This design comes from an exercise in tuning for small area, a short achievable clock period and few clock cycles per item on the open sky130 flow, not from production work. In this exercise RTL edits were held to simulation tests only and were not proved equivalent to the original.

the reference run:
// aesEncryptCore
module aesEncryptCore (
  input  logic    clk,
  input  logic    arstN,
  input  logic    validIn,
  input  aesPkg::aesBlock key,
  input  aesPkg::aesBlock data,
  output aesPkg::aesBlock dataOut,
  output aesPkg::aesBlock keyOut,
  output logic    validOut,
  output logic    busy
);
  aesPkg::aesBlock stateA;
  aesPkg::aesBlock keyA;
  logic [7:0]      rconA;
  logic            actA;
  aesPkg::aesBlock subbedB;
  aesPkg::aesBlock keyB;
  aesPkg::aesWord  subWordB;
  logic [7:0]      rconB;
  logic            actB;
  logic            loadB;
  logic            stepB;
  logic            load;
  logic            mixEn;
  logic            lastEn;
  logic            actANext;
  logic            finANext;
  aesPkg::aesBlock subbed;
  aesPkg::aesWord  subWord;
  aesPkg::aesBlock shifted;
  aesPkg::aesBlock mixed;
  aesPkg::aesBlock keyNext;
  aesPkg::aesBlock keyD;
  aesPkg::aesBlock stateD;
  roundControl i_roundControl (
    .validIn  (validIn),
    .actB     (actB),
    .rconB    (rconB),
    .load     (load),
    .mixEn    (mixEn),
    .lastEn   (lastEn),
    .actANext (actANext),
    .finANext (finANext)
  );
  subBytes i_subBytes (
    .state  (stateA),
    .subbed (subbed)
  );
  keySubWord i_keySubWord (
    .keyQ    (keyA),
    .subWord (subWord)
  );
  keyExpand i_keyExpand (
  ...
For scale: ~4400 cells after synthesis, roughly 560 flip-flops, roughly 41000 sq um of cells after synthesis.
export LEC_CHECK = 0
export CAP_MARGIN = 20
export CELL_PAD_IN_SITES_DETAIL_PLACEMENT = 0
export CELL_PAD_IN_SITES_GLOBAL_PLACEMENT = 0
export CORE_MARGIN = 2
export CORE_UTILIZATION = 65
export CTS_CLUSTER_DIAMETER = 80
export CTS_CLUSTER_SIZE = 25
export PLACE_DENSITY = 0.8
export SLEW_MARGIN = 20
export SYNTH_HIERARCHICAL = 1
create_clock -name core_clock -period 20.0 [get_ports {clk}]
standard.sh (not shown) runs the stock make flow with config.mk's settings and CLKGATE_MAP_FILE= SYNTH_SCRIPT=/design/flow/synth_recipe.tcl, a recipe that flattens the netlist after the stock synthesis.
==> flow/flow/run.sh <==
#!/bin/bash
set -euo pipefail
MARGIN=$(cat flow/margin.txt)
bash standard.sh synth > synth.log 2>&1
bash standard.sh "BUFFER_PORTS_ARGS=-buffer_cell sky130_fd_sc_hd__buf_1" \
  "SETUP_SLACK_MARGIN=$MARGIN" finish > layout.log 2>&1
==> flow/flow/margin.txt <==
14.8
The reference run has completed all stages; timing, DRC and antenna checks passed.
Testbench counts of the reference run, summed over its fixed seeds: cycles 5,640, blocks 512.
Input changes introduced in the trial run (baseline for comparison: the reference run):
==> flow/flow/margin.txt <==
14.85
==> notes.md <==
The trial run: utilization is 1.9 points higher than what the reference run reported. [compare] base=the reference run new=the trial run: horizontal die dimension did not really move; post-CTS setup repair buffer count went up by 52. Relative to the reference run, met2 capacity usage during global routing has gone up in the trial run. NOTE number of global-route vias before repair the reference run->the trial run increased slightly. NOTE: final critical-path share of the clock period in the trial run falls short of that of the reference run.

== JK ==
aesEncryptCore again, from the RTL that the note above started with.
clock: 20.0 ns
lec_check: 0
cap_margin: 20
cell_pad_in_sites_detail_placement: 0
cell_pad_in_sites_global_placement: 0
core_margin: 2
core_utilization: 65
cts_cluster_diameter: 80
cts_cluster_size: 25
place_density: 0.8
slew_margin: 20
synth_hierarchical: 1
==> flow/flow/margin.txt <==
14.7
Scripts as last shown in full above: flow/flow/run.sh
Having completed the whole flow, JK delivered a layout that passed the timing, DRC and antenna checks.
Testbench counts of JK, summed over its fixed seeds: cycles 5,640, blocks 512.
## Diff of input files: MS against JK
==> flow/flow/margin.txt <==
14.76
[summary]
Comparing JK with MS, the via count of the first global-routing pass came out essentially unchanged. In terms of global-route wire length before repair, JK and MS differ only marginally. Combined flip-flop and latch cell area in MS vs JK: up 1.1%. Compared with JK, MS shows a post-CTS setup buffer count that is 6 higher. Compared with JK, in MS iteration-0 DRC count of the detailed router +5.4%, layout overhead on the synthesized area +0.67 points. Diff MS and JK: worst setup slack lower in JK. Per the comparison of MS with JK, clock period minus final worst setup slack now smaller, post-route cell area moved up.
What AL does differently from MS at the input level:
==> flow/flow/margin.txt <==
14.7
diff --git a/flow/config.mk b/flow/config.mk
--- a/flow/config.mk
+++ b/flow/config.mk
@@ -11,6 +11,6 @@
 export CORE_MARGIN = 2
 export CORE_UTILIZATION = 65
-export CTS_CLUSTER_DIAMETER = 80
-export CTS_CLUSTER_SIZE = 25
+export CTS_CLUSTER_DIAMETER = 60
+export CTS_CLUSTER_SIZE = 20
 export PLACE_DENSITY = 0.8
 export SLEW_MARGIN = 20
==> notes.md <==
Going from MS to AL, met1 track utilization from global routing grows by 0.59 points. Per the comparison of AL with MS, wire length per cell went down by about 0.4%; first-iteration DRC count was more or less identical; routing usage on met2 was more or less identical; highest net fanout along the worst path went down by 1. Looking at AL and MS, the final layout net count is a wash. Summary of AL over MS: critical path depth neither gained nor lost much, shortest clock period the worst path allows after layout increased by 61 ps relative to the old numbers. Of the two values seen for capturing element of the worst setup path, dataOut[45] was produced by MS and dataOut[107] by AL.

aesEncryptCore, a different RTL version from the one above (not shown whole).
Size in the first run: about 520 I/O pins, ~42000 um2 of cells after synthesis.
Settings: LEC_CHECK=0, CAP_MARGIN=20, CELL_PAD_IN_SITES_DETAIL_PLACEMENT=0, CELL_PAD_IN_SITES_GLOBAL_PLACEMENT=0, CORE_MARGIN=2, CORE_UTILIZATION=65, CTS_CLUSTER_DIAMETER=80, CTS_CLUSTER_SIZE=25, GPL_TIMING_DRIVEN=1, PLACE_DENSITY=0.8, SLEW_MARGIN=20, SYNTH_HIERARCHICAL=1; clock period 20.0 ns.
==> flow/flow/margin.txt <==
14.7
Scripts as last shown in full above: flow/flow/run.sh
The starting point ran to the end with no violations.
Testbench counts at the start, summed over its fixed seeds: cycles 5,640, blocks 512.
Rerun with:
GPL_TIMING_DRIVEN = default   (was 1)
Outcome: The changed run completed with no timing, DRC or antenna violations; first-iteration DRC count does not change; worst setup slack stays the same; global-route usage is unchanged; via count does not change; clock skew stays the same; critical path depth does not change; wire length stays the same; flip-flop and latch count stays the same; maximum frequency stays the same.

## 06-22
Starting RTL as in the previous note.
==> flow/design.v (excerpt) <==
module aesEncryptCore (
  input  logic    clk,
  input  logic    arstN,
  input  logic    validIn,
  input  aesPkg::aesBlock key,
  input  aesPkg::aesBlock data,
  output aesPkg::aesBlock dataOut,
  output aesPkg::aesBlock keyOut,
  output logic    validOut,
  output logic    busy
);
  aesPkg::aesBlock stateA;
  aesPkg::aesBlock keyA;
  logic [7:0]      rconA;
  logic            actA;
  aesPkg::aesBlock subbedB;
  aesPkg::aesBlock keyB;
  aesPkg::aesWord  subWordB;
  logic [7:0]      rconB;
  logic            actB;
  logic            loadB;
  logic            stepB;
  logic            load;
  logic            mixEn;
  logic            actANext;
  logic            finANext;
  aesPkg::aesBlock subbed;
  aesPkg::aesWord  subWord;
  aesPkg::aesBlock shifted;
  aesPkg::aesBlock mixTerm;
  aesPkg::aesBlock keyNext;
  aesPkg::aesBlock keyD;
  aesPkg::aesBlock stateD;
  roundControl i_roundControl (
    .validIn  (validIn),
    .actB     (actB),
    .rconB    (rconB),
    .load     (load),
    .mixEn    (mixEn),
    .actANext (actANext),
    .finANext (finANext)
  );
  subBytes i_subBytes (
    .state  (stateA),
    .subbed (subbed)
  );
  keySubWord i_keySubWord (
    .keyQ    (keyA),
    .subWord (subWord)
  );
  keyExpand i_keyExpand (
    .keyQ    (keyB),
    .subWord (subWordB),
    .rcon    (rconB),
    .keyNext (keyNext)
  );
  roundDatapath i_roundDatapath (
    .subbed  (subbedB),
    .mixEn   (mixEn),
    .shifted (shifted),
    .mixTerm (mixTerm)
  );
  for (genvar k = 0; k < 128; k++) begin : gLoad
    logic mixed;
    logic picked;
    gAo   i_key  (.a1(loadB), .a2(key.flat[k]), .b1(stepB), .b2(keyNext.flat[k]), .y(keyD.flat[k]));
    gXor  i_mix  (.a(shifted.flat[k]), .b(mixTerm.flat[k]), .y(mixed));
    gAo   i_pick (.a1(loadB), .a2(data.flat[k]), .b1(stepB), .b2(mixed), .y(picked));
    gXor  i_ark  (.a(picked), .b(keyD.flat[k]), .y(stateD.flat[k]));
  end
  ...
export LEC_CHECK = 0
export CAP_MARGIN = 20
export CELL_PAD_IN_SITES_DETAIL_PLACEMENT = 0
export CELL_PAD_IN_SITES_GLOBAL_PLACEMENT = 0
export CORE_MARGIN = 2
export CORE_UTILIZATION = 75
export CTS_CLUSTER_DIAMETER = 80
export CTS_CLUSTER_SIZE = 25
export PLACE_DENSITY = 0.88
export SLEW_MARGIN = 20
export SYNTH_HIERARCHICAL = 1
create_clock -name core_clock -period 20.0 [get_ports {clk}]
Scripts as last shown in full above: flow/flow/run.sh, flow/flow/margin.txt
06-22 finished every stage and its layout cleared the timing, DRC and antenna checks.
Testbench counts of 06-22, summed over its fixed seeds: cycles 5,640, blocks 512.
Modified inputs, 06-24 compared to 06-22
- PLACE_DENSITY changed from 0.88 to 0.8
- CORE_UTILIZATION changed from 75 to 65
- CTS_CLUSTER_SIZE removed (was 25)
- CTS_CLUSTER_DIAMETER removed (was 80)
==> flow/flow/run.sh <==
#!/bin/bash
# The standard layout, except that the port buffers are the smallest
# plain buffer (buf_1) instead of the delay buffer buffer_ports picks by
# default. Every port still gets its own buffer; the SDC, the clock period
# and every other step are the standard ones.
set -euo pipefail
bash standard.sh synth > synth.log 2>&1
bash standard.sh "BUFFER_PORTS_ARGS=-buffer_cell sky130_fd_sc_hd__buf_1" finish > layout.log 2>&1
removed: flow/flow/margin.txt
==> comparison <==
- 06-22 reports its endpoint of the worst setup timing path as dataOut[21] while 06-24 reports dataOut[104].
- 06-24 reports its launching element of the worst setup path as stateA[104] while 06-22 reports stateA[21].
- On core utilization: between 06-22 and 06-24, it ends up higher for 06-22.
- Delta (06-24 minus 06-22): layout sequential cell count neither gained nor lost much; post-route fraction of the period consumed by the critical path picked up an extra 2.6 points; met1 track demand over resource lost 1.4 points.

## re-timing with driven ports
Ports are ideal in the flow. The routed layouts listed here were re-timed in OpenROAD.
Step 1 sets driving cells, clkbuf_16 on the clock port and buf_2 on the other inputs (assumed; they add their load-dependent delay and slew).
Step 2 adds t to the input delays and takes it off the output delays; t is the mean of the earliest and latest rising clock arrival at the registers after step 1. Input paths then give back, and output paths get back, about the clock's delay inside the block.
a / b / c = ideal ports / drivers / drivers and shift; a / b = the first two.
| run | shift t [ns] | setup slack, ns | hold WS [ns] | worst slew at a driven data input, ns | pins driven straight from the clock port |
|---|---|---|---|---|---|
| the reference run | 0.651 | 14.766 / 14.697 / 14.299 | 0.326 / 0.326 / 0.326 | 0.12 | 1 |
| the trial run | 0.653 | 14.849 / 14.778 / 14.248 | 0.335 / 0.335 / 0.335 | 0.12 | 1 |
| JK | 0.651 | 14.685 / 14.616 / 14.303 | 0.329 / 0.329 / 0.329 | 0.11 | 1 |
| MS | 0.653 | 14.754 / 14.686 / 14.301 | 0.328 / 0.328 / 0.328 | 0.11 | 1 |
| AL | 0.669 | 14.693 / 14.625 / 14.356 | 0.332 / 0.332 / 0.332 | 0.09 | 1 |
| the first run of note 3 | 0.655 | 14.698 / 14.628 / 14.972 | 0.332 / 0.332 / 0.332 | 0.12 | 1 |
| the second run of note 3 | 0.655 | 14.698 / 14.628 / 14.972 | 0.332 / 0.332 / 0.332 | 0.12 | 1 |
| 06-22 | 0.645 | 14.685 / 14.622 / 14.913 | 0.332 / 0.332 / 0.332 | 0.12 | 1 |
| 06-24 | 0.700 | 14.175 / 14.110 / 14.783 | 0.329 / 0.329 / 0.329 | 0.10 | 1 |
After both steps every run listed still meets setup and hold. For the trial run, which loses most, drivers alone change the setup slack by -0.071 ns; drivers and shift together by -0.601 ns.
